Background: an optimization exercise with open tools, aiming at small area, a short achievable clock period and few clock cycles per item. Do not read the settings as production practice. Function was checked by simulation only, so behaviour that the tests miss may differ from the original. Power figures rest on the tool's default switching activity, not on a simulated workload.

<file path="flow/config.mk">
export PLATFORM = sky130hd
export DESIGN_NAME = tcp_synack_reply_builder
export DESIGN_NICKNAME = tcp_synack_reply_builder
export VERILOG_FILES = /design/flow/design.v
export SDC_FILE = /design/flow/constraint.sdc
export NUM_CORES = 4
export LEC_CHECK = 0
export ABC_AREA = 1
export CAP_MARGIN = 20
export CORE_MARGIN = 2
export CORE_UTILIZATION = 40
export SETUP_SLACK_MARGIN = 3.9
export SLEW_MARGIN = 20
</file>
<file path="flow/constraint.sdc">
create_clock -name core_clock -period 8.0 [get_ports {clk}]
set_input_delay 1.6000 -clock core_clock [delete_from_list [all_inputs] [get_ports {clk}]]
set_output_delay 1.6000 -clock core_clock [all_outputs]
set_load 0.01 [all_outputs]
</file>
<file path="flow/flow/run.sh">
#!/bin/bash
# Standard ORFS layout (the standard.sh), with the port buffers that
# buffer_ports inserts made sky130_fd_sc_hd__buf_1 instead of its default pick.
set -uo pipefail
bash standard.sh BUFFER_PORTS_ARGS="-buffer_cell sky130_fd_sc_hd__buf_1" finish > standard_make.log 2>&1
status=$?
tail -50 standard_make.log
exit $status
</file>
<file path="flow/standard.sh">
#!/bin/bash
# synth_recipe.tcl (not shown) runs the flow's synth.tcl, then flattens the netlist and writes it again
# the make line also repeats each setting of config.mk as NAME=value (left out here)
make -C /OpenROAD-flow-scripts/flow DESIGN_CONFIG=/design/flow/config.mk WORK_HOME=/design/flow/orfs CLKGATE_MAP_FILE= SYNTH_SCRIPT=/design/flow/synth_recipe.tcl "${@:-finish}"
</file>
<file path="flow/design.v">
module tcp_synack_reply_builder (
  input  logic         clk,
  input  logic         rst,
  input  logic         in_valid,
  output logic         in_stall,
  input  logic [271:0] in_data,
  output logic         out_valid,
  input  logic         out_stall,
  output logic [256:0] out_data,
  input  logic         psel,
  input  logic         penable,
  input  logic         pwrite,
  input  logic [2:0]   paddr,
  input  logic [31:0]  pwdata,
  output logic [31:0]  prdata,
  output logic         pready
);
  function automatic logic [15:0] eac_add(input logic [15:0] x, input logic [15:0] y);
    logic [15:0] g, p, gg, pp, c;
    logic cin;
    g = x & y; p = x ^ y; gg = g; pp = p;
    for (int l = 0; l < 4; l++)
      for (int i = 0; i < 16; i++)
        if ((i >> l) & 1) begin
          gg[i] = gg[i] | (pp[i] & gg[((i >> l) << l) - 1]);
          pp[i] = pp[i] & pp[((i >> l) << l) - 1];
        end
    cin = gg[15];
    c[0] = cin;
    for (int i = 1; i < 16; i++) c[i] = gg[i-1] | (pp[i-1] & cin);
    eac_add = p ^ c;
  endfunction
  function automatic logic [15:0] eac_add0(input logic [15:0] x, input logic [15:0] y);
    logic [15:0] g, p, gg, pp, c;
    logic cin;
    g = x & y; p = x ^ y; gg = g; pp = p;
    for (int l = 0; l < 4; l++)
      for (int i = 0; i < 16; i++)
        if ((i >> l) & 1) begin
          gg[i] = gg[i] | (pp[i] & gg[((i >> l) << l) - 1]);
          pp[i] = pp[i] & pp[((i >> l) << l) - 1];
        end
    cin = gg[15] | pp[15];
    c[0] = cin;
    for (int i = 1; i < 16; i++) c[i] = gg[i-1] | (pp[i-1] & cin);
    eac_add0 = p ^ c;
  endfunction
  function automatic logic [15:0] eac_add0_ks(input logic [15:0] x, input logic [15:0] y);
    logic [15:0] p, gg, pp, g2, p2;
    p = x ^ y; gg = x & y; pp = p;
    for (int l = 0; l < 4; l++) begin
      for (int i = 0; i < 16; i++) begin
        g2[i] = gg[i] | (pp[i] & gg[(i + 16 - (1 << l)) % 16]);
        p2[i] = pp[i] & pp[(i + 16 - (1 << l)) % 16];
      end
      gg = g2; pp = p2;
    end
    for (int i = 0; i < 16; i++) eac_add0_ks[i] = p[i] ^ (gg[(i + 15) % 16] | pp[(i + 15) % 16]);
  endfunction
  function automatic logic [15:0] eac_add_ks(input logic [15:0] x, input logic [15:0] y);
    logic [15:0] p, gg, pp, g2, p2;
    p = x ^ y; gg = x & y; pp = p;
    for (int l = 0; l < 4; l++) begin
      for (int i = 0; i < 16; i++) begin
        g2[i] = gg[i] | (pp[i] & gg[(i + 16 - (1 << l)) % 16]);
        p2[i] = pp[i] & pp[(i + 16 - (1 << l)) % 16];
      end
      gg = g2; pp = p2;
    end
    for (int i = 0; i < 16; i++) eac_add_ks[i] = p[i] ^ gg[(i + 15) % 16];
  endfunction
  logic [15:0] local_port;
  logic [15:0] server_port;
  logic        wr_en;
  assign pready = 1'b1;
  assign wr_en  = psel && penable && pwrite;
  assign prdata = {16'd0, paddr[2] ? server_port : local_port};
  always_ff @(posedge clk) begin
    if (rst) begin
      local_port  <= 16'd0;
      server_port <= 16'd80;
    end else if (wr_en) begin
      if (paddr[2]) server_port <= pwdata[15:0];
      else          local_port  <= pwdata[15:0];
    end
  end
  localparam logic [15:0] TcpK = 16'h502B;
  localparam logic [15:0] CfgWRst = 16'h507B;   
  logic [15:0] cfg_o, cfg_u, cfg_v, cfg_m, cfg_w;
  assign cfg_o = paddr[2] ? local_port : server_port;
  assign cfg_u = pwdata[15:0] ^ cfg_o ^ TcpK;
  assign cfg_m = (pwdata[15:0] & cfg_o) | (pwdata[15:0] & TcpK) | (cfg_o & TcpK);
  assign cfg_v = {cfg_m[14:0], cfg_m[15]};
  always_ff @(posedge clk) begin
    if (rst)        cfg_w <= CfgWRst;
    else if (wr_en) cfg_w <= eac_add_ks(cfg_u, cfg_v);
  end
  logic [47:0] dmac, smac;
  logic [15:0] etype, dport;
  logic [7:0]  proto, flags;
  logic [31:0] sip, dip, seq_in, ack_in;
  assign {dmac, smac, etype, proto, sip, dip, dport, seq_in, ack_in, flags} = in_data;
  logic [15:0] sip_hi, sip_lo, dip_hi, dip_lo, ack_hi, ack_lo, seq_hi, seq_lo;
  assign {sip_hi, sip_lo} = sip;
  assign {dip_hi, dip_lo} = dip;
  assign {ack_hi, ack_lo} = ack_in;
  assign {seq_hi, seq_lo} = seq_in;
  logic match;
  assign match = (etype == 16'h0800) && (proto == 8'h06) && (dport == local_port) &&
                 (flags[5:0] == 6'h12);
  logic [31:0] ack_next;
  assign ack_next = seq_in + 32'd1;
  logic seq_wrap;
  assign seq_wrap = &seq_in;
  logic [15:0] sh_s, sh_m;
  assign sh_s[0] = sip_hi[0] ^ sip_lo[0] ^ dip_hi[0];
  assign sh_m[0] = (sip_hi[0] & sip_lo[0]) | (sip_hi[0] & dip_hi[0]) | (sip_lo[0] & dip_hi[0]);
  assign sh_s[1] = sip_hi[1] ^ sip_lo[1] ^ dip_hi[1];
  assign sh_m[1] = (sip_hi[1] & sip_lo[1]) | (sip_hi[1] & dip_hi[1]) | (sip_lo[1] & dip_hi[1]);
  assign sh_s[2] = sip_hi[2] ^ sip_lo[2] ^ dip_hi[2];
  assign sh_m[2] = (sip_hi[2] & sip_lo[2]) | (sip_hi[2] & dip_hi[2]) | (sip_lo[2] & dip_hi[2]);
  assign sh_s[3] = sip_hi[3] ^ sip_lo[3] ^ dip_hi[3];
  assign sh_m[3] = (sip_hi[3] & sip_lo[3]) | (sip_hi[3] & dip_hi[3]) | (sip_lo[3] & dip_hi[3]);
  assign sh_s[4] = sip_hi[4] ^ sip_lo[4] ^ dip_hi[4];
  assign sh_m[4] = (sip_hi[4] & sip_lo[4]) | (sip_hi[4] & dip_hi[4]) | (sip_lo[4] & dip_hi[4]);
  assign sh_s[5] = sip_hi[5] ^ sip_lo[5] ^ dip_hi[5];
  assign sh_m[5] = (sip_hi[5] & sip_lo[5]) | (sip_hi[5] & dip_hi[5]) | (sip_lo[5] & dip_hi[5]);
  assign sh_s[6] = sip_hi[6] ^ sip_lo[6] ^ dip_hi[6];
  assign sh_m[6] = (sip_hi[6] & sip_lo[6]) | (sip_hi[6] & dip_hi[6]) | (sip_lo[6] & dip_hi[6]);
  assign sh_s[7] = sip_hi[7] ^ sip_lo[7] ^ dip_hi[7];
  assign sh_m[7] = (sip_hi[7] & sip_lo[7]) | (sip_hi[7] & dip_hi[7]) | (sip_lo[7] & dip_hi[7]);
  assign sh_s[8] = sip_hi[8] ^ sip_lo[8] ^ dip_hi[8];
  assign sh_m[8] = (sip_hi[8] & sip_lo[8]) | (sip_hi[8] & dip_hi[8]) | (sip_lo[8] & dip_hi[8]);
  assign sh_s[9] = sip_hi[9] ^ sip_lo[9] ^ dip_hi[9];
  assign sh_m[9] = (sip_hi[9] & sip_lo[9]) | (sip_hi[9] & dip_hi[9]) | (sip_lo[9] & dip_hi[9]);
  assign sh_s[10] = sip_hi[10] ^ sip_lo[10] ^ dip_hi[10];
  assign sh_m[10] = (sip_hi[10] & sip_lo[10]) | (sip_hi[10] & dip_hi[10]) | (sip_lo[10] & dip_hi[10]);
  assign sh_s[11] = sip_hi[11] ^ sip_lo[11] ^ dip_hi[11];
  assign sh_m[11] = (sip_hi[11] & sip_lo[11]) | (sip_hi[11] & dip_hi[11]) | (sip_lo[11] & dip_hi[11]);
  assign sh_s[12] = sip_hi[12] ^ sip_lo[12] ^ dip_hi[12];
  assign sh_m[12] = (sip_hi[12] & sip_lo[12]) | (sip_hi[12] & dip_hi[12]) | (sip_lo[12] & dip_hi[12]);
  assign sh_s[13] = sip_hi[13] ^ sip_lo[13] ^ dip_hi[13];
  assign sh_m[13] = (sip_hi[13] & sip_lo[13]) | (sip_hi[13] & dip_hi[13]) | (sip_lo[13] & dip_hi[13]);
  assign sh_s[14] = sip_hi[14] ^ sip_lo[14] ^ dip_hi[14];
  assign sh_m[14] = (sip_hi[14] & sip_lo[14]) | (sip_hi[14] & dip_hi[14]) | (sip_lo[14] & dip_hi[14]);
  assign sh_s[15] = sip_hi[15] ^ sip_lo[15] ^ dip_hi[15];
  assign sh_m[15] = (sip_hi[15] & sip_lo[15]) | (sip_hi[15] & dip_hi[15]) | (sip_lo[15] & dip_hi[15]);
  logic ip_s1, ip_c2;
  logic ip_s3, ip_c4;
  logic ip_s5, ip_c6;
  logic ip_s7, ip_c8;
  logic ip_s9, ip_c10;
  logic ip_s11, ip_c12;
  logic ip_s13, ip_c14;
  logic ip_s15, ip_c16;
  logic ip_s17, ip_c18;
  logic ip_s19, ip_c20;
  logic ip_s21, ip_c22;
  logic ip_s23, ip_c24;
  logic ip_s25, ip_c26;
  logic ip_s27, ip_c28;
  logic ip_s29, ip_c30;
  logic ip_s31, ip_c32;
  logic ip_s33, ip_c34;
  logic ip_s35, ip_c36;
  logic ip_s37, ip_c38;
  logic ip_s39, ip_c40;
  logic ip_s41, ip_c42;
  logic ip_s43, ip_c44;
  logic ip_s45, ip_c46;
  logic ip_s47, ip_c48;
  logic ip_s49, ip_c50;
  logic ip_s51, ip_c52;
  logic ip_s53, ip_c54;
  logic ip_s55, ip_c56;
  logic ip_s57, ip_c58;
  logic ip_s59, ip_c60;
  logic ip_s61, ip_c62;
  logic ip_s63, ip_c64;
  logic tcp_s65, tcp_c66;
  logic tcp_s67, tcp_c68;
  logic tcp_s69, tcp_c70;
  logic tcp_s71, tcp_c72;
  logic tcp_s73, tcp_c74;
  logic tcp_s75, tcp_c76;
  logic tcp_s77, tcp_c78;
  logic tcp_s79, tcp_c80;
  logic tcp_s81, tcp_c82;
  logic tcp_s83, tcp_c84;
  logic tcp_s85, tcp_c86;
  logic tcp_s87, tcp_c88;
  logic tcp_s89, tcp_c90;
  logic tcp_s91, tcp_c92;
  logic tcp_s93, tcp_c94;
  logic tcp_s95, tcp_c96;
  logic tcp_s97, tcp_c98;
  logic tcp_s99, tcp_c100;
  logic tcp_s101, tcp_c102;
  logic tcp_s103, tcp_c104;
  logic tcp_s105, tcp_c106;
  logic tcp_s107, tcp_c108;
  logic tcp_s109, tcp_c110;
  logic tcp_s111, tcp_c112;
  logic tcp_s113, tcp_c114;
  logic tcp_s115, tcp_c116;
  logic tcp_s117, tcp_c118;
  logic tcp_s119, tcp_c120;
  logic tcp_s121, tcp_c122;
  logic tcp_s123, tcp_c124;
  logic tcp_s125, tcp_c126;
  logic tcp_s127, tcp_c128;
  logic tcp_s129, tcp_c130;
  logic tcp_s131, tcp_c132;
  logic tcp_s133, tcp_c134;
  logic tcp_s135, tcp_c136;
  logic tcp_s137, tcp_c138;
  logic tcp_s139, tcp_c140;
  logic tcp_s141, tcp_c142;
  logic tcp_s143, tcp_c144;
  logic tcp_s145, tcp_c146;
  logic tcp_s147, tcp_c148;
  logic tcp_s149, tcp_c150;
  logic tcp_s151, tcp_c152;
  logic tcp_s153, tcp_c154;
  logic tcp_s155, tcp_c156;
  logic tcp_s157, tcp_c158;
  logic tcp_s159, tcp_c160;
  logic tcp_s161, tcp_c162;
  logic tcp_s163, tcp_c164;
  logic tcp_s165, tcp_c166;
  logic tcp_s167, tcp_c168;
  logic tcp_s169, tcp_c170;
  logic tcp_s171, tcp_c172;
  logic tcp_s173, tcp_c174;
  logic tcp_s175, tcp_c176;
  logic tcp_s177, tcp_c178;
  logic tcp_s179, tcp_c180;
  logic tcp_s181, tcp_c182;
  logic tcp_s183, tcp_c184;
  logic tcp_s185, tcp_c186;
  logic tcp_s187, tcp_c188;
  logic tcp_s189, tcp_c190;
  logic tcp_s191, tcp_c192;
  logic tcp_s193, tcp_c194;
  logic tcp_s195, tcp_c196;
  logic tcp_s197, tcp_c198;
  logic tcp_s199, tcp_c200;
  logic tcp_s201, tcp_c202;
  logic tcp_s203, tcp_c204;
  logic tcp_s205, tcp_c206;
  logic tcp_s207, tcp_c208;
  logic tcp_s209, tcp_c210;
  logic tcp_s211, tcp_c212;
  logic tcp_s213, tcp_c214;
  logic tcp_s215, tcp_c216;
  logic tcp_s217, tcp_c218;
  logic tcp_s219, tcp_c220;
  logic tcp_s221, tcp_c222;
  logic tcp_s223, tcp_c224;
  logic tcp_s225, tcp_c226;
  logic tcp_s227, tcp_c228;
  logic tcp_s229, tcp_c230;
  logic tcp_s231, tcp_c232;
  logic tcp_s233, tcp_c234;
  logic tcp_s235, tcp_c236;
  logic tcp_s237, tcp_c238;
  logic tcp_s239, tcp_c240;
  logic tcp_s241, tcp_c242;
  logic tcp_s243, tcp_c244;
  logic tcp_s245, tcp_c246;
  logic tcp_s247, tcp_c248;
  logic tcp_s249, tcp_c250;
  logic tcp_s251, tcp_c252;
  logic tcp_s253, tcp_c254;
  logic tcp_s255, tcp_c256;
  assign ip_s1 = 1'b1 ^ dip_lo[0] ^ sh_s[0];
  assign ip_c2 = (1'b1 & dip_lo[0]) | (1'b1 & sh_s[0]) | (dip_lo[0] & sh_s[0]);
  assign ip_s3 = 1'b1 ^ dip_lo[1] ^ sh_s[1];
  assign ip_c4 = (1'b1 & dip_lo[1]) | (1'b1 & sh_s[1]) | (dip_lo[1] & sh_s[1]);
  assign ip_s5 = 1'b1 ^ dip_lo[2] ^ sh_s[2];
  assign ip_c6 = (1'b1 & dip_lo[2]) | (1'b1 & sh_s[2]) | (dip_lo[2] & sh_s[2]);
  assign ip_s7 = 1'b1 ^ dip_lo[3] ^ sh_s[3];
  assign ip_c8 = (1'b1 & dip_lo[3]) | (1'b1 & sh_s[3]) | (dip_lo[3] & sh_s[3]);
  assign ip_s9 = 1'b0 ^ dip_lo[4] ^ sh_s[4];
  assign ip_c10 = (1'b0 & dip_lo[4]) | (1'b0 & sh_s[4]) | (dip_lo[4] & sh_s[4]);
  assign ip_s11 = 1'b1 ^ dip_lo[5] ^ sh_s[5];
  assign ip_c12 = (1'b1 & dip_lo[5]) | (1'b1 & sh_s[5]) | (dip_lo[5] & sh_s[5]);
  assign ip_s13 = 1'b0 ^ dip_lo[6] ^ sh_s[6];
  assign ip_c14 = (1'b0 & dip_lo[6]) | (1'b0 & sh_s[6]) | (dip_lo[6] & sh_s[6]);
  assign ip_s15 = 1'b0 ^ dip_lo[7] ^ sh_s[7];
  assign ip_c16 = (1'b0 & dip_lo[7]) | (1'b0 & sh_s[7]) | (dip_lo[7] & sh_s[7]);
  assign ip_s17 = 1'b0 ^ dip_lo[8] ^ sh_s[8];
  assign ip_c18 = (1'b0 & dip_lo[8]) | (1'b0 & sh_s[8]) | (dip_lo[8] & sh_s[8]);
  assign ip_s19 = 1'b0 ^ dip_lo[9] ^ sh_s[9];
  assign ip_c20 = (1'b0 & dip_lo[9]) | (1'b0 & sh_s[9]) | (dip_lo[9] & sh_s[9]);
  assign ip_s21 = 1'b1 ^ dip_lo[10] ^ sh_s[10];
  assign ip_c22 = (1'b1 & dip_lo[10]) | (1'b1 & sh_s[10]) | (dip_lo[10] & sh_s[10]);
  assign ip_s23 = 1'b0 ^ dip_lo[11] ^ sh_s[11];
  assign ip_c24 = (1'b0 & dip_lo[11]) | (1'b0 & sh_s[11]) | (dip_lo[11] & sh_s[11]);
  assign ip_s25 = 1'b0 ^ dip_lo[12] ^ sh_s[12];
  assign ip_c26 = (1'b0 & dip_lo[12]) | (1'b0 & sh_s[12]) | (dip_lo[12] & sh_s[12]);
  assign ip_s27 = 1'b0 ^ dip_lo[13] ^ sh_s[13];
  assign ip_c28 = (1'b0 & dip_lo[13]) | (1'b0 & sh_s[13]) | (dip_lo[13] & sh_s[13]);
  assign ip_s29 = 1'b1 ^ dip_lo[14] ^ sh_s[14];
  assign ip_c30 = (1'b1 & dip_lo[14]) | (1'b1 & sh_s[14]) | (dip_lo[14] & sh_s[14]);
  assign ip_s31 = 1'b0 ^ dip_lo[15] ^ sh_s[15];
  assign ip_c32 = (1'b0 & dip_lo[15]) | (1'b0 & sh_s[15]) | (dip_lo[15] & sh_s[15]);
  assign ip_s33 = sh_m[15] ^ ip_s1 ^ ip_c32;
  assign ip_c34 = (sh_m[15] & ip_s1) | (sh_m[15] & ip_c32) | (ip_s1 & ip_c32);
  assign ip_s35 = sh_m[0] ^ ip_c2 ^ ip_s3;
  assign ip_c36 = (sh_m[0] & ip_c2) | (sh_m[0] & ip_s3) | (ip_c2 & ip_s3);
  assign ip_s37 = sh_m[1] ^ ip_c4 ^ ip_s5;
  assign ip_c38 = (sh_m[1] & ip_c4) | (sh_m[1] & ip_s5) | (ip_c4 & ip_s5);
  assign ip_s39 = sh_m[2] ^ ip_c6 ^ ip_s7;
  assign ip_c40 = (sh_m[2] & ip_c6) | (sh_m[2] & ip_s7) | (ip_c6 & ip_s7);
  assign ip_s41 = sh_m[3] ^ ip_c8 ^ ip_s9;
  assign ip_c42 = (sh_m[3] & ip_c8) | (sh_m[3] & ip_s9) | (ip_c8 & ip_s9);
  assign ip_s43 = sh_m[4] ^ ip_c10 ^ ip_s11;
  assign ip_c44 = (sh_m[4] & ip_c10) | (sh_m[4] & ip_s11) | (ip_c10 & ip_s11);
  assign ip_s45 = sh_m[5] ^ ip_c12 ^ ip_s13;
  assign ip_c46 = (sh_m[5] & ip_c12) | (sh_m[5] & ip_s13) | (ip_c12 & ip_s13);
  assign ip_s47 = sh_m[6] ^ ip_c14 ^ ip_s15;
  assign ip_c48 = (sh_m[6] & ip_c14) | (sh_m[6] & ip_s15) | (ip_c14 & ip_s15);
  assign ip_s49 = sh_m[7] ^ ip_c16 ^ ip_s17;
  assign ip_c50 = (sh_m[7] & ip_c16) | (sh_m[7] & ip_s17) | (ip_c16 & ip_s17);
  assign ip_s51 = sh_m[8] ^ ip_c18 ^ ip_s19;
  assign ip_c52 = (sh_m[8] & ip_c18) | (sh_m[8] & ip_s19) | (ip_c18 & ip_s19);
  assign ip_s53 = sh_m[9] ^ ip_c20 ^ ip_s21;
  assign ip_c54 = (sh_m[9] & ip_c20) | (sh_m[9] & ip_s21) | (ip_c20 & ip_s21);
  assign ip_s55 = sh_m[10] ^ ip_c22 ^ ip_s23;
  assign ip_c56 = (sh_m[10] & ip_c22) | (sh_m[10] & ip_s23) | (ip_c22 & ip_s23);
  assign ip_s57 = sh_m[11] ^ ip_c24 ^ ip_s25;
  assign ip_c58 = (sh_m[11] & ip_c24) | (sh_m[11] & ip_s25) | (ip_c24 & ip_s25);
  assign ip_s59 = sh_m[12] ^ ip_c26 ^ ip_s27;
  assign ip_c60 = (sh_m[12] & ip_c26) | (sh_m[12] & ip_s27) | (ip_c26 & ip_s27);
  assign ip_s61 = sh_m[13] ^ ip_c28 ^ ip_s29;
  assign ip_c62 = (sh_m[13] & ip_c28) | (sh_m[13] & ip_s29) | (ip_c28 & ip_s29);
  assign ip_s63 = sh_m[14] ^ ip_c30 ^ ip_s31;
  assign ip_c64 = (sh_m[14] & ip_c30) | (sh_m[14] & ip_s31) | (ip_c30 & ip_s31);
  assign tcp_s65 = cfg_w[0] ^ dip_lo[0] ^ ack_hi[0];
  assign tcp_c66 = (cfg_w[0] & dip_lo[0]) | (cfg_w[0] & ack_hi[0]) | (dip_lo[0] & ack_hi[0]);
  assign tcp_s67 = ack_lo[0] ^ seq_hi[0] ^ seq_lo[0];
  assign tcp_c68 = (ack_lo[0] & seq_hi[0]) | (ack_lo[0] & seq_lo[0]) | (seq_hi[0] & seq_lo[0]);
  assign tcp_s69 = cfg_w[1] ^ dip_lo[1] ^ ack_hi[1];
  assign tcp_c70 = (cfg_w[1] & dip_lo[1]) | (cfg_w[1] & ack_hi[1]) | (dip_lo[1] & ack_hi[1]);
  assign tcp_s71 = ack_lo[1] ^ seq_hi[1] ^ seq_lo[1];
  assign tcp_c72 = (ack_lo[1] & seq_hi[1]) | (ack_lo[1] & seq_lo[1]) | (seq_hi[1] & seq_lo[1]);
  assign tcp_s73 = cfg_w[2] ^ dip_lo[2] ^ ack_hi[2];
  assign tcp_c74 = (cfg_w[2] & dip_lo[2]) | (cfg_w[2] & ack_hi[2]) | (dip_lo[2] & ack_hi[2]);
  assign tcp_s75 = ack_lo[2] ^ seq_hi[2] ^ seq_lo[2];
  assign tcp_c76 = (ack_lo[2] & seq_hi[2]) | (ack_lo[2] & seq_lo[2]) | (seq_hi[2] & seq_lo[2]);
  assign tcp_s77 = cfg_w[3] ^ dip_lo[3] ^ ack_hi[3];
  assign tcp_c78 = (cfg_w[3] & dip_lo[3]) | (cfg_w[3] & ack_hi[3]) | (dip_lo[3] & ack_hi[3]);
  assign tcp_s79 = ack_lo[3] ^ seq_hi[3] ^ seq_lo[3];
  assign tcp_c80 = (ack_lo[3] & seq_hi[3]) | (ack_lo[3] & seq_lo[3]) | (seq_hi[3] & seq_lo[3]);
  assign tcp_s81 = cfg_w[4] ^ dip_lo[4] ^ ack_hi[4];
  assign tcp_c82 = (cfg_w[4] & dip_lo[4]) | (cfg_w[4] & ack_hi[4]) | (dip_lo[4] & ack_hi[4]);
  assign tcp_s83 = ack_lo[4] ^ seq_hi[4] ^ seq_lo[4];
  assign tcp_c84 = (ack_lo[4] & seq_hi[4]) | (ack_lo[4] & seq_lo[4]) | (seq_hi[4] & seq_lo[4]);
  assign tcp_s85 = cfg_w[5] ^ dip_lo[5] ^ ack_hi[5];
  assign tcp_c86 = (cfg_w[5] & dip_lo[5]) | (cfg_w[5] & ack_hi[5]) | (dip_lo[5] & ack_hi[5]);
  assign tcp_s87 = ack_lo[5] ^ seq_hi[5] ^ seq_lo[5];
  assign tcp_c88 = (ack_lo[5] & seq_hi[5]) | (ack_lo[5] & seq_lo[5]) | (seq_hi[5] & seq_lo[5]);
  assign tcp_s89 = cfg_w[6] ^ dip_lo[6] ^ ack_hi[6];
  assign tcp_c90 = (cfg_w[6] & dip_lo[6]) | (cfg_w[6] & ack_hi[6]) | (dip_lo[6] & ack_hi[6]);
  assign tcp_s91 = ack_lo[6] ^ seq_hi[6] ^ seq_lo[6];
  assign tcp_c92 = (ack_lo[6] & seq_hi[6]) | (ack_lo[6] & seq_lo[6]) | (seq_hi[6] & seq_lo[6]);
  assign tcp_s93 = cfg_w[7] ^ dip_lo[7] ^ ack_hi[7];
  assign tcp_c94 = (cfg_w[7] & dip_lo[7]) | (cfg_w[7] & ack_hi[7]) | (dip_lo[7] & ack_hi[7]);
  assign tcp_s95 = ack_lo[7] ^ seq_hi[7] ^ seq_lo[7];
  assign tcp_c96 = (ack_lo[7] & seq_hi[7]) | (ack_lo[7] & seq_lo[7]) | (seq_hi[7] & seq_lo[7]);
  assign tcp_s97 = cfg_w[8] ^ dip_lo[8] ^ ack_hi[8];
  assign tcp_c98 = (cfg_w[8] & dip_lo[8]) | (cfg_w[8] & ack_hi[8]) | (dip_lo[8] & ack_hi[8]);
  assign tcp_s99 = ack_lo[8] ^ seq_hi[8] ^ seq_lo[8];
  assign tcp_c100 = (ack_lo[8] & seq_hi[8]) | (ack_lo[8] & seq_lo[8]) | (seq_hi[8] & seq_lo[8]);
  assign tcp_s101 = cfg_w[9] ^ dip_lo[9] ^ ack_hi[9];
  assign tcp_c102 = (cfg_w[9] & dip_lo[9]) | (cfg_w[9] & ack_hi[9]) | (dip_lo[9] & ack_hi[9]);
  assign tcp_s103 = ack_lo[9] ^ seq_hi[9] ^ seq_lo[9];
  assign tcp_c104 = (ack_lo[9] & seq_hi[9]) | (ack_lo[9] & seq_lo[9]) | (seq_hi[9] & seq_lo[9]);
  assign tcp_s105 = cfg_w[10] ^ dip_lo[10] ^ ack_hi[10];
  assign tcp_c106 = (cfg_w[10] & dip_lo[10]) | (cfg_w[10] & ack_hi[10]) | (dip_lo[10] & ack_hi[10]);
  assign tcp_s107 = ack_lo[10] ^ seq_hi[10] ^ seq_lo[10];
  assign tcp_c108 = (ack_lo[10] & seq_hi[10]) | (ack_lo[10] & seq_lo[10]) | (seq_hi[10] & seq_lo[10]);
  assign tcp_s109 = cfg_w[11] ^ dip_lo[11] ^ ack_hi[11];
  assign tcp_c110 = (cfg_w[11] & dip_lo[11]) | (cfg_w[11] & ack_hi[11]) | (dip_lo[11] & ack_hi[11]);
  assign tcp_s111 = ack_lo[11] ^ seq_hi[11] ^ seq_lo[11];
  assign tcp_c112 = (ack_lo[11] & seq_hi[11]) | (ack_lo[11] & seq_lo[11]) | (seq_hi[11] & seq_lo[11]);
  assign tcp_s113 = cfg_w[12] ^ dip_lo[12] ^ ack_hi[12];
  assign tcp_c114 = (cfg_w[12] & dip_lo[12]) | (cfg_w[12] & ack_hi[12]) | (dip_lo[12] & ack_hi[12]);
  assign tcp_s115 = ack_lo[12] ^ seq_hi[12] ^ seq_lo[12];
  assign tcp_c116 = (ack_lo[12] & seq_hi[12]) | (ack_lo[12] & seq_lo[12]) | (seq_hi[12] & seq_lo[12]);
  assign tcp_s117 = cfg_w[13] ^ dip_lo[13] ^ ack_hi[13];
  assign tcp_c118 = (cfg_w[13] & dip_lo[13]) | (cfg_w[13] & ack_hi[13]) | (dip_lo[13] & ack_hi[13]);
  assign tcp_s119 = ack_lo[13] ^ seq_hi[13] ^ seq_lo[13];
  assign tcp_c120 = (ack_lo[13] & seq_hi[13]) | (ack_lo[13] & seq_lo[13]) | (seq_hi[13] & seq_lo[13]);
  assign tcp_s121 = cfg_w[14] ^ dip_lo[14] ^ ack_hi[14];
  assign tcp_c122 = (cfg_w[14] & dip_lo[14]) | (cfg_w[14] & ack_hi[14]) | (dip_lo[14] & ack_hi[14]);
  assign tcp_s123 = ack_lo[14] ^ seq_hi[14] ^ seq_lo[14];
  assign tcp_c124 = (ack_lo[14] & seq_hi[14]) | (ack_lo[14] & seq_lo[14]) | (seq_hi[14] & seq_lo[14]);
  assign tcp_s125 = cfg_w[15] ^ dip_lo[15] ^ ack_hi[15];
  assign tcp_c126 = (cfg_w[15] & dip_lo[15]) | (cfg_w[15] & ack_hi[15]) | (dip_lo[15] & ack_hi[15]);
  assign tcp_s127 = ack_lo[15] ^ seq_hi[15] ^ seq_lo[15];
  assign tcp_c128 = (ack_lo[15] & seq_hi[15]) | (ack_lo[15] & seq_lo[15]) | (seq_hi[15] & seq_lo[15]);
  assign tcp_s129 = sh_s[0] ^ sh_m[15] ^ tcp_s65;
  assign tcp_c130 = (sh_s[0] & sh_m[15]) | (sh_s[0] & tcp_s65) | (sh_m[15] & tcp_s65);
  assign tcp_s131 = tcp_s67 ^ tcp_c126 ^ tcp_c128;
  assign tcp_c132 = (tcp_s67 & tcp_c126) | (tcp_s67 & tcp_c128) | (tcp_c126 & tcp_c128);
  assign tcp_s133 = sh_s[1] ^ sh_m[0] ^ tcp_c66;
  assign tcp_c134 = (sh_s[1] & sh_m[0]) | (sh_s[1] & tcp_c66) | (sh_m[0] & tcp_c66);
  assign tcp_s135 = tcp_c68 ^ tcp_s69 ^ tcp_s71;
  assign tcp_c136 = (tcp_c68 & tcp_s69) | (tcp_c68 & tcp_s71) | (tcp_s69 & tcp_s71);
  assign tcp_s137 = sh_s[2] ^ sh_m[1] ^ tcp_c70;
  assign tcp_c138 = (sh_s[2] & sh_m[1]) | (sh_s[2] & tcp_c70) | (sh_m[1] & tcp_c70);
  assign tcp_s139 = tcp_c72 ^ tcp_s73 ^ tcp_s75;
  assign tcp_c140 = (tcp_c72 & tcp_s73) | (tcp_c72 & tcp_s75) | (tcp_s73 & tcp_s75);
  assign tcp_s141 = sh_s[3] ^ sh_m[2] ^ tcp_c74;
  assign tcp_c142 = (sh_s[3] & sh_m[2]) | (sh_s[3] & tcp_c74) | (sh_m[2] & tcp_c74);
  assign tcp_s143 = tcp_c76 ^ tcp_s77 ^ tcp_s79;
  assign tcp_c144 = (tcp_c76 & tcp_s77) | (tcp_c76 & tcp_s79) | (tcp_s77 & tcp_s79);
  assign tcp_s145 = sh_s[4] ^ sh_m[3] ^ tcp_c78;
  assign tcp_c146 = (sh_s[4] & sh_m[3]) | (sh_s[4] & tcp_c78) | (sh_m[3] & tcp_c78);
  assign tcp_s147 = tcp_c80 ^ tcp_s81 ^ tcp_s83;
  assign tcp_c148 = (tcp_c80 & tcp_s81) | (tcp_c80 & tcp_s83) | (tcp_s81 & tcp_s83);
  assign tcp_s149 = sh_s[5] ^ sh_m[4] ^ tcp_c82;
  assign tcp_c150 = (sh_s[5] & sh_m[4]) | (sh_s[5] & tcp_c82) | (sh_m[4] & tcp_c82);
  assign tcp_s151 = tcp_c84 ^ tcp_s85 ^ tcp_s87;
  assign tcp_c152 = (tcp_c84 & tcp_s85) | (tcp_c84 & tcp_s87) | (tcp_s85 & tcp_s87);
  assign tcp_s153 = sh_s[6] ^ sh_m[5] ^ tcp_c86;
  assign tcp_c154 = (sh_s[6] & sh_m[5]) | (sh_s[6] & tcp_c86) | (sh_m[5] & tcp_c86);
  assign tcp_s155 = tcp_c88 ^ tcp_s89 ^ tcp_s91;
  assign tcp_c156 = (tcp_c88 & tcp_s89) | (tcp_c88 & tcp_s91) | (tcp_s89 & tcp_s91);
  assign tcp_s157 = sh_s[7] ^ sh_m[6] ^ tcp_c90;
  assign tcp_c158 = (sh_s[7] & sh_m[6]) | (sh_s[7] & tcp_c90) | (sh_m[6] & tcp_c90);
  assign tcp_s159 = tcp_c92 ^ tcp_s93 ^ tcp_s95;
  assign tcp_c160 = (tcp_c92 & tcp_s93) | (tcp_c92 & tcp_s95) | (tcp_s93 & tcp_s95);
  assign tcp_s161 = sh_s[8] ^ sh_m[7] ^ tcp_c94;
  assign tcp_c162 = (sh_s[8] & sh_m[7]) | (sh_s[8] & tcp_c94) | (sh_m[7] & tcp_c94);
  assign tcp_s163 = tcp_c96 ^ tcp_s97 ^ tcp_s99;
  assign tcp_c164 = (tcp_c96 & tcp_s97) | (tcp_c96 & tcp_s99) | (tcp_s97 & tcp_s99);
  assign tcp_s165 = sh_s[9] ^ sh_m[8] ^ tcp_c98;
  assign tcp_c166 = (sh_s[9] & sh_m[8]) | (sh_s[9] & tcp_c98) | (sh_m[8] & tcp_c98);
  assign tcp_s167 = tcp_c100 ^ tcp_s101 ^ tcp_s103;
  assign tcp_c168 = (tcp_c100 & tcp_s101) | (tcp_c100 & tcp_s103) | (tcp_s101 & tcp_s103);
  assign tcp_s169 = sh_s[10] ^ sh_m[9] ^ tcp_c102;
  assign tcp_c170 = (sh_s[10] & sh_m[9]) | (sh_s[10] & tcp_c102) | (sh_m[9] & tcp_c102);
  assign tcp_s171 = tcp_c104 ^ tcp_s105 ^ tcp_s107;
  assign tcp_c172 = (tcp_c104 & tcp_s105) | (tcp_c104 & tcp_s107) | (tcp_s105 & tcp_s107);
  assign tcp_s173 = sh_s[11] ^ sh_m[10] ^ tcp_c106;
  assign tcp_c174 = (sh_s[11] & sh_m[10]) | (sh_s[11] & tcp_c106) | (sh_m[10] & tcp_c106);
  assign tcp_s175 = tcp_c108 ^ tcp_s109 ^ tcp_s111;
  assign tcp_c176 = (tcp_c108 & tcp_s109) | (tcp_c108 & tcp_s111) | (tcp_s109 & tcp_s111);
  assign tcp_s177 = sh_s[12] ^ sh_m[11] ^ tcp_c110;
  assign tcp_c178 = (sh_s[12] & sh_m[11]) | (sh_s[12] & tcp_c110) | (sh_m[11] & tcp_c110);
  assign tcp_s179 = tcp_c112 ^ tcp_s113 ^ tcp_s115;
  assign tcp_c180 = (tcp_c112 & tcp_s113) | (tcp_c112 & tcp_s115) | (tcp_s113 & tcp_s115);
  assign tcp_s181 = sh_s[13] ^ sh_m[12] ^ tcp_c114;
  assign tcp_c182 = (sh_s[13] & sh_m[12]) | (sh_s[13] & tcp_c114) | (sh_m[12] & tcp_c114);
  assign tcp_s183 = tcp_c116 ^ tcp_s117 ^ tcp_s119;
  assign tcp_c184 = (tcp_c116 & tcp_s117) | (tcp_c116 & tcp_s119) | (tcp_s117 & tcp_s119);
  assign tcp_s185 = sh_s[14] ^ sh_m[13] ^ tcp_c118;
  assign tcp_c186 = (sh_s[14] & sh_m[13]) | (sh_s[14] & tcp_c118) | (sh_m[13] & tcp_c118);
  assign tcp_s187 = tcp_c120 ^ tcp_s121 ^ tcp_s123;
  assign tcp_c188 = (tcp_c120 & tcp_s121) | (tcp_c120 & tcp_s123) | (tcp_s121 & tcp_s123);
  assign tcp_s189 = sh_s[15] ^ sh_m[14] ^ tcp_c122;
  assign tcp_c190 = (sh_s[15] & sh_m[14]) | (sh_s[15] & tcp_c122) | (sh_m[14] & tcp_c122);
  assign tcp_s191 = tcp_c124 ^ tcp_s125 ^ tcp_s127;
  assign tcp_c192 = (tcp_c124 & tcp_s125) | (tcp_c124 & tcp_s127) | (tcp_s125 & tcp_s127);
  assign tcp_s193 = tcp_s129 ^ tcp_s131 ^ tcp_c190;
  assign tcp_c194 = (tcp_s129 & tcp_s131) | (tcp_s129 & tcp_c190) | (tcp_s131 & tcp_c190);
  assign tcp_s195 = tcp_c130 ^ tcp_c132 ^ tcp_s133;
  assign tcp_c196 = (tcp_c130 & tcp_c132) | (tcp_c130 & tcp_s133) | (tcp_c132 & tcp_s133);
  assign tcp_s197 = tcp_c134 ^ tcp_c136 ^ tcp_s137;
  assign tcp_c198 = (tcp_c134 & tcp_c136) | (tcp_c134 & tcp_s137) | (tcp_c136 & tcp_s137);
  assign tcp_s199 = tcp_c138 ^ tcp_c140 ^ tcp_s141;
  assign tcp_c200 = (tcp_c138 & tcp_c140) | (tcp_c138 & tcp_s141) | (tcp_c140 & tcp_s141);
  assign tcp_s201 = tcp_c142 ^ tcp_c144 ^ tcp_s145;
  assign tcp_c202 = (tcp_c142 & tcp_c144) | (tcp_c142 & tcp_s145) | (tcp_c144 & tcp_s145);
  assign tcp_s203 = tcp_c146 ^ tcp_c148 ^ tcp_s149;
  assign tcp_c204 = (tcp_c146 & tcp_c148) | (tcp_c146 & tcp_s149) | (tcp_c148 & tcp_s149);
  assign tcp_s205 = tcp_c150 ^ tcp_c152 ^ tcp_s153;
  assign tcp_c206 = (tcp_c150 & tcp_c152) | (tcp_c150 & tcp_s153) | (tcp_c152 & tcp_s153);
  assign tcp_s207 = tcp_c154 ^ tcp_c156 ^ tcp_s157;
  assign tcp_c208 = (tcp_c154 & tcp_c156) | (tcp_c154 & tcp_s157) | (tcp_c156 & tcp_s157);
  assign tcp_s209 = tcp_c158 ^ tcp_c160 ^ tcp_s161;
  assign tcp_c210 = (tcp_c158 & tcp_c160) | (tcp_c158 & tcp_s161) | (tcp_c160 & tcp_s161);
  assign tcp_s211 = tcp_c162 ^ tcp_c164 ^ tcp_s165;
  assign tcp_c212 = (tcp_c162 & tcp_c164) | (tcp_c162 & tcp_s165) | (tcp_c164 & tcp_s165);
  assign tcp_s213 = tcp_c166 ^ tcp_c168 ^ tcp_s169;
  assign tcp_c214 = (tcp_c166 & tcp_c168) | (tcp_c166 & tcp_s169) | (tcp_c168 & tcp_s169);
  assign tcp_s215 = tcp_c170 ^ tcp_c172 ^ tcp_s173;
  assign tcp_c216 = (tcp_c170 & tcp_c172) | (tcp_c170 & tcp_s173) | (tcp_c172 & tcp_s173);
  assign tcp_s217 = tcp_c174 ^ tcp_c176 ^ tcp_s177;
  assign tcp_c218 = (tcp_c174 & tcp_c176) | (tcp_c174 & tcp_s177) | (tcp_c176 & tcp_s177);
  assign tcp_s219 = tcp_c178 ^ tcp_c180 ^ tcp_s181;
  assign tcp_c220 = (tcp_c178 & tcp_c180) | (tcp_c178 & tcp_s181) | (tcp_c180 & tcp_s181);
  assign tcp_s221 = tcp_c182 ^ tcp_c184 ^ tcp_s185;
  assign tcp_c222 = (tcp_c182 & tcp_c184) | (tcp_c182 & tcp_s185) | (tcp_c184 & tcp_s185);
  assign tcp_s223 = tcp_c186 ^ tcp_c188 ^ tcp_s189;
  assign tcp_c224 = (tcp_c186 & tcp_c188) | (tcp_c186 & tcp_s189) | (tcp_c188 & tcp_s189);
  assign tcp_s225 = tcp_c192 ^ tcp_s193 ^ tcp_c224;
  assign tcp_c226 = (tcp_c192 & tcp_s193) | (tcp_c192 & tcp_c224) | (tcp_s193 & tcp_c224);
  assign tcp_s227 = tcp_s135 ^ tcp_c194 ^ tcp_s195;
  assign tcp_c228 = (tcp_s135 & tcp_c194) | (tcp_s135 & tcp_s195) | (tcp_c194 & tcp_s195);
  assign tcp_s229 = tcp_s139 ^ tcp_c196 ^ tcp_s197;
  assign tcp_c230 = (tcp_s139 & tcp_c196) | (tcp_s139 & tcp_s197) | (tcp_c196 & tcp_s197);
  assign tcp_s231 = tcp_s143 ^ tcp_c198 ^ tcp_s199;
  assign tcp_c232 = (tcp_s143 & tcp_c198) | (tcp_s143 & tcp_s199) | (tcp_c198 & tcp_s199);
  assign tcp_s233 = tcp_s147 ^ tcp_c200 ^ tcp_s201;
  assign tcp_c234 = (tcp_s147 & tcp_c200) | (tcp_s147 & tcp_s201) | (tcp_c200 & tcp_s201);
  assign tcp_s235 = tcp_s151 ^ tcp_c202 ^ tcp_s203;
  assign tcp_c236 = (tcp_s151 & tcp_c202) | (tcp_s151 & tcp_s203) | (tcp_c202 & tcp_s203);
  assign tcp_s237 = tcp_s155 ^ tcp_c204 ^ tcp_s205;
  assign tcp_c238 = (tcp_s155 & tcp_c204) | (tcp_s155 & tcp_s205) | (tcp_c204 & tcp_s205);
  assign tcp_s239 = tcp_s159 ^ tcp_c206 ^ tcp_s207;
  assign tcp_c240 = (tcp_s159 & tcp_c206) | (tcp_s159 & tcp_s207) | (tcp_c206 & tcp_s207);
  assign tcp_s241 = tcp_s163 ^ tcp_c208 ^ tcp_s209;
  assign tcp_c242 = (tcp_s163 & tcp_c208) | (tcp_s163 & tcp_s209) | (tcp_c208 & tcp_s209);
  assign tcp_s243 = tcp_s167 ^ tcp_c210 ^ tcp_s211;
  assign tcp_c244 = (tcp_s167 & tcp_c210) | (tcp_s167 & tcp_s211) | (tcp_c210 & tcp_s211);
  assign tcp_s245 = tcp_s171 ^ tcp_c212 ^ tcp_s213;
  assign tcp_c246 = (tcp_s171 & tcp_c212) | (tcp_s171 & tcp_s213) | (tcp_c212 & tcp_s213);
  assign tcp_s247 = tcp_s175 ^ tcp_c214 ^ tcp_s215;
  assign tcp_c248 = (tcp_s175 & tcp_c214) | (tcp_s175 & tcp_s215) | (tcp_c214 & tcp_s215);
  assign tcp_s249 = tcp_s179 ^ tcp_c216 ^ tcp_s217;
  assign tcp_c250 = (tcp_s179 & tcp_c216) | (tcp_s179 & tcp_s217) | (tcp_c216 & tcp_s217);
  assign tcp_s251 = tcp_s183 ^ tcp_c218 ^ tcp_s219;
  assign tcp_c252 = (tcp_s183 & tcp_c218) | (tcp_s183 & tcp_s219) | (tcp_c218 & tcp_s219);
  assign tcp_s253 = tcp_s187 ^ tcp_c220 ^ tcp_s221;
  assign tcp_c254 = (tcp_s187 & tcp_c220) | (tcp_s187 & tcp_s221) | (tcp_c220 & tcp_s221);
  assign tcp_s255 = tcp_s191 ^ tcp_c222 ^ tcp_s223;
  assign tcp_c256 = (tcp_s191 & tcp_c222) | (tcp_s191 & tcp_s223) | (tcp_c222 & tcp_s223);
  logic [15:0] ip_a, ip_b, tcp_a, tcp_b;
  assign ip_a = {ip_c62, ip_c60, ip_c58, ip_c56, ip_c54, ip_c52, ip_c50, ip_c48, ip_c46, ip_c44, ip_c42, ip_c40, ip_c38, ip_c36, ip_c34, ip_s33};
  assign ip_b = {ip_s63, ip_s61, ip_s59, ip_s57, ip_s55, ip_s53, ip_s51, ip_s49, ip_s47, ip_s45, ip_s43, ip_s41, ip_s39, ip_s37, ip_s35, ip_c64};
  assign tcp_a = {tcp_c254, tcp_c252, tcp_c250, tcp_c248, tcp_c246, tcp_c244, tcp_c242, tcp_c240, tcp_c238, tcp_c236, tcp_c234, tcp_c232, tcp_c230, tcp_c228, tcp_c226, tcp_s225};
  assign tcp_b = {tcp_s255, tcp_s253, tcp_s251, tcp_s249, tcp_s247, tcp_s245, tcp_s243, tcp_s241, tcp_s239, tcp_s237, tcp_s235, tcp_s233, tcp_s231, tcp_s229, tcp_s227, tcp_c256};
  logic [15:0] tcp_x, tcp_y, tcp_hs, tcp_hc;
  assign tcp_x  = ~tcp_a;
  assign tcp_y  = ~tcp_b;
  assign tcp_hs = tcp_x ^ tcp_y ^ {15'd0, seq_wrap};
  assign tcp_hc = (tcp_x & tcp_y) | ({15'd0, seq_wrap} & (tcp_x ^ tcp_y));
  localparam int W = 1 + 48 + 48 + 32 + 32 + 32 + 32 + 32 + 32 + 0;
  logic         ld;
  logic [W-1:0] nxt, q;
  assign ld       = !out_valid || !out_stall;
  assign in_stall = !ld;
  assign nxt = {1'b1, smac, dmac, dip, sip, ack_in, ack_next, ~ip_a, ~ip_b, tcp_hs, {tcp_hc[14:0], tcp_hc[15]}};
  always_ff @(posedge clk) begin
    if (rst)     out_valid <= 1'b0;
    else if (ld) out_valid <= in_valid;
  end
  logic ld_m, hold;
  logic [W-1:0] q_d;
  assign ld_m = ld && match;
  assign hold = !ld;
  assign q_d = (nxt & {W{ld_m}}) | (q & {W{hold}});
  always_ff @(posedge clk) begin
    q <= q_d;
  end
  logic        q_send;
  logic [47:0] q_dmac, q_smac;
  logic [31:0] q_sip, q_dip, q_seq, q_ack;
  logic [15:0] q_ipx, q_ipy, q_tcpx, q_tcpy;
  logic        q_wrap;
  assign {q_send, q_dmac, q_smac, q_sip, q_dip, q_seq, q_ack, q_ipx, q_ipy, q_tcpx, q_tcpy} = q;
  assign q_wrap = 1'b0;
  assign out_data = {q_send, q_dmac, q_smac, q_sip, q_dip, eac_add0_ks(q_ipx, q_ipy),
                     q_seq, q_ack, eac_add0_ks(q_tcpx, q_tcpy)};
endmodule
</file>
==> results of run 1 <==
kinds of logic after synthesis:
group,Yosys count,share of synthesized area
compound gates,334,0.0733
simple gates,1522,0.268
other cells,2,0.000326
fa+ha+maj,225,0.164
flops,338,0.294
buf+inv,907,0.193
xor+xnor,18,0.00685
registers in the layout (all words and copies together) (netlist names), named ones only:
register and flops:
server_port 16, local_port 16, q 288, cfg_w 16
out_valid 1
area by class of cell:
cell class	count	area, µm²	share of cell area
antenna	1	2.50	0.0000969
clock buffer	57	1170	0.0452
clock inverter	15	206	0.00799
inverter	566	2250	0.0872
multi-input combinational	2118	12200	0.471
sequential	338	6780	0.262
tap	756	946	0.0366
timing repair buffer	580	2290	0.0887
timing repair inverter	4	31.3	0.00121
through the flow:
step | utilization | cells
global placement | 0.426 | 4353
global route | 0.456 | 4435
floorplan | - | 3361
finish | 0.456 | 4435
detailed placement | 0.426 | 4353
CTS | 0.451 | 4429
critical path: stages:
cell,delay [ns]
buf_6,0.09
inv_8,0.03
fa_1,0.58
inv_1,0.07
fa_1,0.54
fa_1,0.45
fa_1,0.52
inv_1,0.05
fa_2,0.52
nand3_2,0.07
nand2_1,0.09
per-layer routing:
layer,share of wire,wire [µm],track usage,vias to the layer above
li1,-,-,-,10500
met1,0.45,35300,0.346,9431
met2,0.47,37100,0.431,688
met3,0.059,4710,0.0416,105
met4,0.026,2090,0.0703,4
met5,0.00030,24,0,-
power breakdown:
group          internal [mW]  switching (mW)  leakage, nW  total (mW)
combinational          0.442           0.699         8.97        1.14
clock                   1.15           0.785        0.668        1.94
sequential              1.69         0.00906         2.73        1.70
final timing paths:
path | endpoint | slack (ns)
hold / removal | q[127] | 0.45
setup / recovery | q[16] | 3.89
hold reg to reg | q[127] | 0.45
setup reg to reg | q[16] | 4.69
placed cells by master, fill, tap and decap left out, types with 74 or more instances in the layout:
cell type  instances
nand2_1          998
buf_1            552
inv_1            522
dfxtp_1          337
nor2_1           237
nand3_1          230
o21ai_0          149
fa_1             108
o21ai_1           87
ha_1              83
a21oi_1           74
timing repair:
item                                    in CTS  in global routing
endpoints found under the setup margin      32                 55
pin swaps                                    1                  4
buffers inserted                             0                  2
cloned                                       4                  3
gates resized for setup                     36                106
hold endpoints to repair                     0                  0
==> metrics.log, run 1 <==
INFO  metric status = timing/DRC/antenna clean
INFO  metric finalMaxSlewViolations = 0
INFO  metric grt_antenna_before_repair = 4
INFO  metric grt_setup_unrepaired = yes
INFO  metric tritoncts.num_buffers = 41
INFO  metric post_route_cells_drive_above_1_share = 0.0625
INFO  metric clockBufferDepth = 3
INFO  metric finalNetCount = 4188
INFO  metric die_area = between 50000 and 60000 µm²
INFO  metric worstSetupStartpoint = in_data[104]
INFO  metric clk_transition_reported_paths = about 0.060 ns
INFO  metric max_cap_viol_count = 0
INFO  metric tritoncts = yes
INFO  metric reg2reg_depth = 8
INFO  metric cp.arrival = between 4 and 5 ns
INFO  metric synth_flop_cell = dfxtp_1
INFO  metric clock_latency_on_the_worst_skew_pair = 0.58 ns
INFO  metric hold_ws = between 0.4 and 0.5 ns
INFO  metric hold_violations = 0
INFO  metric globalplace.congestion = about 0.97
INFO  metric drc = 0
INFO  metric fillerInstances = slightly above 6000
INFO  metric start_util = 0.407
INFO  metric power_density = roughly 190 nW/µm²
INFO  metric post-route-period-util = 0.514
INFO  metric detail_route.first_pass.iterations = 6
INFO  metric crit_type = in2reg
INFO  metric hold_class = reg2reg
INFO  metric yosys.area.top_type_share = 0.293
INFO  metric rows = 87
INFO  metric post-dp-hpwl = slightly above 60000 µm
INFO  metric syn_to_final_growth = 12.2%
INFO  metric total_power = 4.78 mW
INFO  metric ctsHtreeMaxLevel = 2
INFO  metric dr_total_vias = between 20000 and 25000
INFO  metric synth.distinct_cells = 31
INFO  metric worst_slack = a little under 4 ns
INFO  metric hold_path.startpoint = q[127]
INFO  metric overall_track_demand_over_capacity_in_global_routing = 0.258
INFO  metric final_cell_area = around 26000 µm²
INFO  metric antenna_left = 0
INFO  metric post_synth_main_area_contributors = dfxtp_1, nand2_1, fa_1
INFO  metric crit-reg2reg-launch = cfg_w[0]
INFO  metric overflow_left_after_global_routing = 0
INFO  metric critical_path_maximum_fanout = 2
INFO  metric grt_pass1_vias = around 20000
INFO  metric setup-violations-final = 0
INFO  metric fin_setup_tns = 0 ns
INFO  metric yosys_register_bits = approximately 340
INFO  metric core_region_area = 56600 µm²
INFO  metric async_reset_ff_frac = 0
INFO  metric drt-vias-per-instance = between 4 and 5
INFO  metric critical_path.endpoint_type = flop
INFO  metric synth_top_cell_by_area = dfxtp_1
INFO  metric drt_iter0_drc = 1506
INFO  metric wirelength = 79200 µm
INFO  metric timing.critical_path.from_type = input pin
INFO  metric synthesis.area = roughly 23000 µm²
INFO  metric syn-mean-instance-area = roughly 6.9 µm²
INFO  metric ctsHoldBuffers = 0
INFO  metric netlist_top_cells_count = nand2_1, inv_1, dfxtp_1, nor2_1, buf_4
INFO  metric number_of_synthesized_flops_with_an_enable_pin = 1
INFO  metric routed_wire_length_per_instance = about 18 µm
INFO  metric finalClockSkew = approximately 0.026 ns
INFO  metric die_w = 244 µm
INFO  metric irDropWorstVdd = ~0.00015 V
INFO  metric io_buffer_count = 568
INFO  metric worst-slew-pin-transition = 1.06 ns
INFO  metric synth-seq-area-share = 0.294
INFO  metric grt_max_degree = about 160
INFO  metric fin_crit = 4.11 ns
INFO  metric global_route_wire_length_before_repair = ~120000 µm
INFO  metric postSynthCellCount = around 3300
INFO  metric dpl_worst_slack = approximately 3.0 ns
INFO  metric worstPathRequired = approximately 8.5 ns
INFO  metric clockRootBuffer = clkbuf_16
INFO  metric synth.yosys.warnings = 1
INFO  metric timing.max_slew.rel_slack = 0.292
INFO  metric post-synth-top-count-cell = nand2_1
INFO  metric pin_count = about 610
INFO  metric post_dp_cell_area = ~24000 µm²
INFO  metric die_height = 244 µm
INFO  metric p_leak = approximately 12 nW
INFO  metric clock_sink_count = about 340
INFO  metric min_delay_path_depth = 2
INFO  metric fmaxAchievable = 243 MHz
Testbench counts, summed over its fixed seeds: cycles 9,608, items 9,600.
==> run 2, diff against run 1 <==
--- a/flow/config.mk
+++ b/flow/config.mk
@@ -10,3 +10,4 @@
 export CORE_MARGIN = 2
-export CORE_UTILIZATION = 40
+export CORE_UTILIZATION = 60
+export PLACE_DENSITY = 0.75
 export SETUP_SLACK_MARGIN = 3.9
==> run 2 against run 1 <==
- worst setup slack gained 0.018 ns
- register-to-register slack lost 0.02 ns
- die area shrank 33%
- critical path depth is the same
- critical endpoint unchanged
- sequential power is essentially flat
- maximum frequency grew 0.43%
- cell count shrank 5.6%
- non-clock buffer count shrank 2
- still clean
- routed wire length shrank 2.9%
- hold slack gained 0.0028 ns
- global-route usage grew 11 points
- utilization grew 22 points
==> metrics.log, run 2 <==
INFO  metric status = timing/DRC/antenna clean
INFO  metric hold_path.startpoint = q[272]
INFO  metric die_w = 200 µm
INFO  metric worst-slew-pin-transition = ~1.0 ns
INFO  metric timing.max_slew.rel_slack = 0.306
INFO  metric netlist_top_cells_count = nand2_1, inv_1, dfxtp_1, nor2_1, buf_4
INFO  metric timing.critical_path.from_type = input pin
INFO  metric power_density = between 150 and 200 nW/µm²
INFO  metric grt_antenna_before_repair = 5
INFO  metric globalRouteMet2Util = 0.614
INFO  metric synth_flop_cell = dfxtp_1
INFO  metric synth-seq-area-share = 0.294
INFO  metric crit_path_cell_trace = buf_1 > inv_2 > fa_1 > inv_1 > fa_1 > fa_1 > fa_1 > inv_2 > fa_2 > nand3_2 > nand2_1
INFO  metric cp_common_cell = fa_1
INFO  metric core_region_area = ~38000 µm²
INFO  metric antenna_left = 0
INFO  metric synth.yosys.warnings = 1
INFO  metric post-dp-hpwl = a little over 60000 µm
INFO  metric cts.repair_timing.setup_buffer_count = 0
INFO  metric max_cap_viol_count = 0
INFO  metric syn-mean-instance-area = 6.88 µm²
INFO  metric post_synth_main_area_contributors = dfxtp_1, nand2_1, fa_1
INFO  metric hold_class = reg2reg
INFO  metric min_delay_path_depth = 2
INFO  metric hold_violations = 0
INFO  metric grt_max_degree = 109
INFO  metric tritoncts.num_buffers = 38
INFO  metric crit_type = in2reg
INFO  metric critical_path_maximum_fanout = 2
INFO  metric grt_util_met3 = 0.0884
INFO  metric fin_crit = ~4 ns
INFO  metric finalMaxSlewViolations = 0
INFO  metric min_to = q[272]
INFO  metric cp.arrival = between 4 and 5 ns
INFO  metric rows = around 70
INFO  metric yosys.area.top_type_share = 0.293
INFO  metric timing.critical_path.buf_inv = 4
INFO  metric die_area = 39900 µm²
INFO  metric grt_setup_unrepaired = yes
INFO  metric power_switching_share = 0.313
INFO  metric ctsHoldBuffers = 0
INFO  metric clock_power_share = 0.388
INFO  metric die_height = approximately 200 µm
INFO  metric sw_power = between 1 and 1.5 mW
INFO  metric setup-violations-final = 0
INFO  metric wirelength = 76900 µm
INFO  metric globalplace.congestion = 1.00
INFO  metric ff2ff_setup_slack = 4.67 ns
INFO  metric synthesis.area = around 23000 µm²
INFO  metric clock_sink_count = between 300 and 400
INFO  metric irDropWorstVdd = between 0.0001 and 0.00015 V
INFO  metric synth.distinct_cells = 31
INFO  metric worstPathRequired = about 8.5 ns
INFO  metric tritoncts = yes
INFO  metric ctsHtreeMaxLevel = 2
INFO  metric drt_iter0_drc = 1830
INFO  metric global_route_wire_length_before_repair = 113000 µm
INFO  metric overflow_left_after_global_routing = 0
INFO  metric async_reset_ff_frac = 0
INFO  metric busiest_layer = met2
INFO  metric finalNetCount = around 4200
INFO  metric clockRootBuffer = clkbuf_16
INFO  metric yosys_register_bits = about 340
INFO  metric cp_top_family = adder cells
INFO  metric critical_path.slowest_cell = fa_1
INFO  metric postSynthCellCount = approximately 3300
INFO  metric layout_common_cells = nand2_1, buf_1, inv_1
INFO  metric p_leak = about 12 nW
INFO  metric post-route-period-util = 0.512
INFO  metric cellInternalPower = between 3 and 4 mW
INFO  metric drt-vias-per-instance = 5.20
INFO  metric finalClockSkew = 0.0215 ns
INFO  metric clk_transition_reported_paths = 0.06 ns
INFO  metric dr_total_vias = roughly 22000
INFO  metric synth_top_cell_by_area = dfxtp_1
INFO  metric grt_pass1_vias = roughly 21000
INFO  metric mostFrequentLayoutCell = nand2_1
INFO  metric post_route_cells_drive_above_1_share = 0.0670
INFO  metric reg2reg_depth = 6
INFO  metric pin_count = approximately 610
INFO  metric post-synth-top-count-cell = nand2_1
INFO  metric critical_path.endpoint_type = flop
INFO  metric drc = 0
INFO  metric layout.core_utilization = 0.674
INFO  metric fmaxAchievable = around 240 MHz
INFO  metric worstSetupStartpoint = in_data[120]
INFO  metric groute.layer.met1.usage = 0.459
INFO  metric crit-reg2reg-launch = out_valid
INFO  metric fin_setup_tns = 0 ns
INFO  metric routed_wire_length_per_instance = 18.4 µm
INFO  metric registers.top_by_ff_count = q
INFO  metric io_buffer_count = 568
INFO  metric overall_track_demand_over_capacity_in_global_routing = 0.373
INFO  metric number_of_synthesized_flops_with_an_enable_pin = 1
INFO  metric worst_path_largest_cell_delay = between 0.5 and 0.6 ns
INFO  metric clockBufferDepth = 3
INFO  metric comb_power_share = 0.245
INFO  metric clock_latency_on_the_worst_skew_pair = 0.57 ns
INFO  metric detail_route.first_pass.iterations = 6
INFO  metric start_util = 0.610
INFO  metric regToRegEndpoint = q[153]
INFO  metric sequential_share_of_power = 0.366
INFO  metric syn_to_final_growth = 10.5%
INFO  metric largest_register_ff_count = 288
==> run 2: cell counts after synthesis <==
Identical to the previous run, type by type.
==> run 2: power groups by stage <==
stage	Sequential, mW	Combinational [mW]	Clock, mW
5_1_grt	1.70	1.31	1.88
3_5_place_dp	1.74	1.11	0
3_3_place_gp	1.74	1.08	0
6_report	1.70	1.14	1.81
4_1_cts	1.70	1.13	1.82
2_1_floorplan	1.74	0.759	0
==> run 2: worst max path at each step <==
stage	to	slack, ns	cells past startpoint
finish	q[16]	3.91	11
global route	out_data[7]	3.87	10
CTS	out_data[7]	3.89	9
detailed placement	q[16]	3.03	11
global placement	q[16]	3.06	11
floorplan	q[16]	3.65	10
==> run 2: cells by family (layout without fill, tap and decap cells) <==
family,after synthesis,after routing,share of synthesized area
other,2,22,0.000326
buffers and inverters,907,1214,0.193
adders and majority gates,225,225,0.164
and+or+nand+nor,1522,1523,0.268
DFF,338,338,0.294
AOI/OAI and AO/OA,334,334,0.0733
xor gates and xnor gates,18,18,0.00685
==> run 2: stage by stage <==
stage	std cells	instance area, µm²	worst slack (ns)	hold slack [ns]	power (mW)
after floorplan	3361	23200	3.65	0.423	2.50
after global placement	4109	23800	3.06	0.434	2.82
after detailed placement	4109	23800	3.03	0.437	2.85
after CTS	4178	25100	3.89	0.452	4.64
after global routing	4185	25400	3.87	0.459	4.89
final	4185	25400	3.91	0.451	4.65
==> run 2: final cells by class <==
class                      instances  area [µm²]
antenna                            5        12.5
clock buffer                      54        1090
clock inverter                    14         180
fill                            3382       12300
inverter                         566        2250
multi-input combinational       2117       12200
sequential                       338        6780
tap                              511         639
timing repair buffer             578        2250
timing repair inverter             2        16.3
==> run 2: repair_timing <==
item / in CTS / in global routing
cloned: 1 / 2
resized for setup: 48 / 129
pin swaps: 0 / 7
endpoints found under the setup margin: 35 / 54
==> run 2: worst min-delay path, stage by stage, from the launching register on <==
cell	delay, ns
dfxtp_1	0.30
nand2_1	0.06
nand2_1	0.05
==> run 2: per-layer routing <==
layer / up-vias / part of all wire
met5: - / 0
met4: 0 / 0.054
met3: 207 / 0.093
met2: 1042 / 0.46
met1: 10000 / 0.39
li1: 10500 / -
==> run 3, diff against run 2 <==
--- a/flow/config.mk
+++ b/flow/config.mk
@@ -7,3 +7,3 @@
 export LEC_CHECK = 0
-export ABC_AREA = 1
+export ABC_AREA = 0
 export CAP_MARGIN = 20
==> run 3 against run 2 <==
- still clean
- maximum frequency about the same
- worst setup slack better by 0.0023 ns
- sequential power about the same
- power about the same
- critical endpoint unchanged
- combinational power down 6%
- clock power up 3%
- first-iteration DRC count down 27%
==> metrics.log, run 3 <==
INFO  metric status = timing/DRC/antenna clean
INFO  metric number_of_synthesized_flops_with_an_enable_pin = 1
INFO  metric post_route_cells_drive_above_1_share = 0.114
INFO  metric wirelength = a little under 70000 µm
INFO  metric worst_slack = between 3 and 4 ns
INFO  metric grt_pass1_vias = slightly below 20000
INFO  metric io_buffer_count = roughly 570
INFO  metric synth_compound_area_frac = 0.0869
INFO  metric die_area = 38200 µm²
INFO  metric timing.max_slew.rel_slack = 0.292
INFO  metric critical_path.endpoint_type = flop
INFO  metric layout_common_cells = nand2_1, buf_1, dfxtp_1
INFO  metric grt_max_degree = 144
INFO  metric synth_mux_area_frac = 0.0169
INFO  metric drt-vias-per-instance = 5.56
INFO  metric irDropWorstVdd = roughly 0.00017 V
INFO  metric synth.distinct_cells = 63
INFO  metric ff2ff_setup_slack = a little under 5 ns
INFO  metric hold_violations = 0
INFO  metric synth-seq-area-share = 0.308
INFO  metric dr_total_vias = around 20000
INFO  metric grt_antenna_before_repair = 3
INFO  metric clock_latency_on_the_worst_skew_pair = approximately 0.57 ns
INFO  metric ctsHtreeMaxLevel = 2
INFO  metric synth_top_cell_by_area = dfxtp_1
INFO  metric start_util = 0.606
INFO  metric cp.depth = 9
INFO  metric fin_setup_tns = 0 ns
INFO  metric synth-xor-area-share = 0.0354
INFO  metric layout.core_utilization = 0.689
INFO  metric drc = 0
INFO  metric dr.max_layer_used = met5
INFO  metric synth.yosys.warnings = 1
INFO  metric post-synth-top-count-cell = nand2_1
INFO  metric worstPathRequired = 8.50 ns
INFO  metric crit_type = in2reg
INFO  metric routed_wire_length_per_instance = around 19 µm
INFO  metric regToRegEndpoint = q[181]
INFO  metric dp_cells = 3476
INFO  metric mostFrequentLayoutCell = nand2_1
INFO  metric rows = 70
INFO  metric timing.critical_path.from_type = input pin
INFO  metric critical_path.slowest_cell = fa_2
INFO  metric tritoncts.num_buffers = 38
INFO  metric fmaxAchievable = 245 MHz
INFO  metric synthSimpleGateAreaFrac = 0.222
INFO  metric fin_crit = about 4.1 ns
INFO  metric antenna_left = 0
INFO  metric clockRootBuffer = clkbuf_16
INFO  metric synth_adder_area_share = 0.171
INFO  metric clk_transition_reported_paths = roughly 0.06 ns
INFO  metric crit-reg2reg-launch = local_port[1]
INFO  metric global_route_wire_length_before_repair = 104000 µm
INFO  metric p_leak = roughly 11 nW
INFO  metric globalplace.congestion = 0.959
INFO  metric worst_setup_path_endpoint = q[16]
INFO  metric postSynthCellCount = between 2000 and 3000
INFO  metric finalNonFillerCells = 3567
INFO  metric hold_class = reg2reg
INFO  metric fillerInstances = roughly 3100
INFO  metric worstSetupStartpoint = in_data[135]
INFO  metric post_synth_main_area_contributors = dfxtp_1, fa_1, nand2_1
INFO  metric drt-met1-wl = ~27000 µm
INFO  metric clockBufferDepth = 3
INFO  metric finalMaxSlewViolations = 0
INFO  metric die_height = between 150 and 200 µm
INFO  metric yosys_register_bits = 338
INFO  metric wl_met3 = 4830 µm
INFO  metric finalNetCount = 3607
INFO  metric reg2reg_depth = 8
INFO  metric drt_iter0_drc = about 1300
## run 3: worst min-delay path by stage
stage / startpoint / to / slack (ns) / cells past startpoint
after floorplan: q[100] / q[100] / 0.42 / 2
after global placement: q[278] / q[278] / 0.42 / 2
after detailed placement: q[204] / q[204] / 0.43 / 2
after CTS: q[68] / q[68] / 0.44 / 2
after global routing: q[173] / q[173] / 0.45 / 2
final: q[173] / q[173] / 0.44 / 2
## run 3: kinds of logic after synthesis
family	after synthesis
muxes	34
and+or+nand+nor	1124
xor gates and xnor gates	89
adders and majority gates	225
AOI/OAI and AO/OA	305
buffers and inverters	675
DFF	338
other	2
## run 3: through the flow
stage	power [mW]	hold WS, ns	instance area [µm²]
3_3_place_gp	2.75	0.421	22700
4_1_cts	4.65	0.436	24500
5_1_grt	4.88	0.445	25000
6_report	4.65	0.436	25000
2_1_floorplan	2.44	0.417	22300
3_5_place_dp	2.78	0.427	22700
## run 3: final cells by class
cell class              count  area [µm²]  share of cell area
clock buffers              52        1090              0.0437
repair buffers            598        2440              0.0975
multi-input cells        1794       12600               0.505
clock inverters            17         240             0.00960
diodes                      2        5.00            0.000200
inverters                 298        1240              0.0494
flip-flops and latches    338        6790               0.271
well taps                 468         586              0.0234
## run 3: what timing repair did
action,4_1_cts,5_1_grt
hold buffers,0,0
gates resized for setup,119,124
pin swaps,23,41
setup buffers,7,13
endpoints found under the setup margin,157,178
## run 3: metal layers
metal / track usage / vias to the layer above
met3: 0.0556 / 176
met5: 0 / -
li1: - / 9340
met1: 0.428 / 9417
met4: 0.174 / 2
met2: 0.583 / 888
## run 3: power breakdown
| part | switching (mW) | leakage, nW | internal [mW] |
|---|---|---|---|
| clock | 0.746 | 0.662 | 1.13 |
| combinational | 0.643 | 7.95 | 0.431 |
| sequential | 0.00685 | 2.73 | 1.69 |
| total | 1.40 | 11.3 | 3.25 |
## run 3: worst reg2reg max path, cell delays in order, from the launching register on
cell and delay, ns:
dfxtp_1 0.34, xor2_1 0.19, nor4_1 0.38, nand4_1 0.28, nor3_2 0.32, buf_12 0.41
buf_8 0.82, nand3_1 0.21, nand2_1 0.13

what the ideal ports hide:
How much do the figures lean on ideal ports? The routed layouts below were timed once more, with nothing changed but the port constraints. Step 1: set_driving_cell puts a clkbuf_16 on clk and a buf_2 on each other input, an assumption about the parent block. Step 2 adds t to the input delays and takes it off the output delays; t is the mean of the earliest and latest rising clock arrival at the registers after step 1. Input paths then give back, and output paths get back, about the clock's delay inside the block. Three values: ideal, step 1, step 2; two values: the first two.
run	shift t [ns]	slack for setup (ns)	cell pins on the clock port's net
run 1	0.626	3.891 / 3.892 / 3.266	1
run 2	0.619	3.908 / 3.898 / 3.291	1
run 3	0.615	3.910 / 3.869 / 3.331	1
After both steps every run listed still meets setup and hold. For run 1, which loses most, drivers alone change the setup slack by +0.001 ns; drivers and shift together by -0.625 ns.
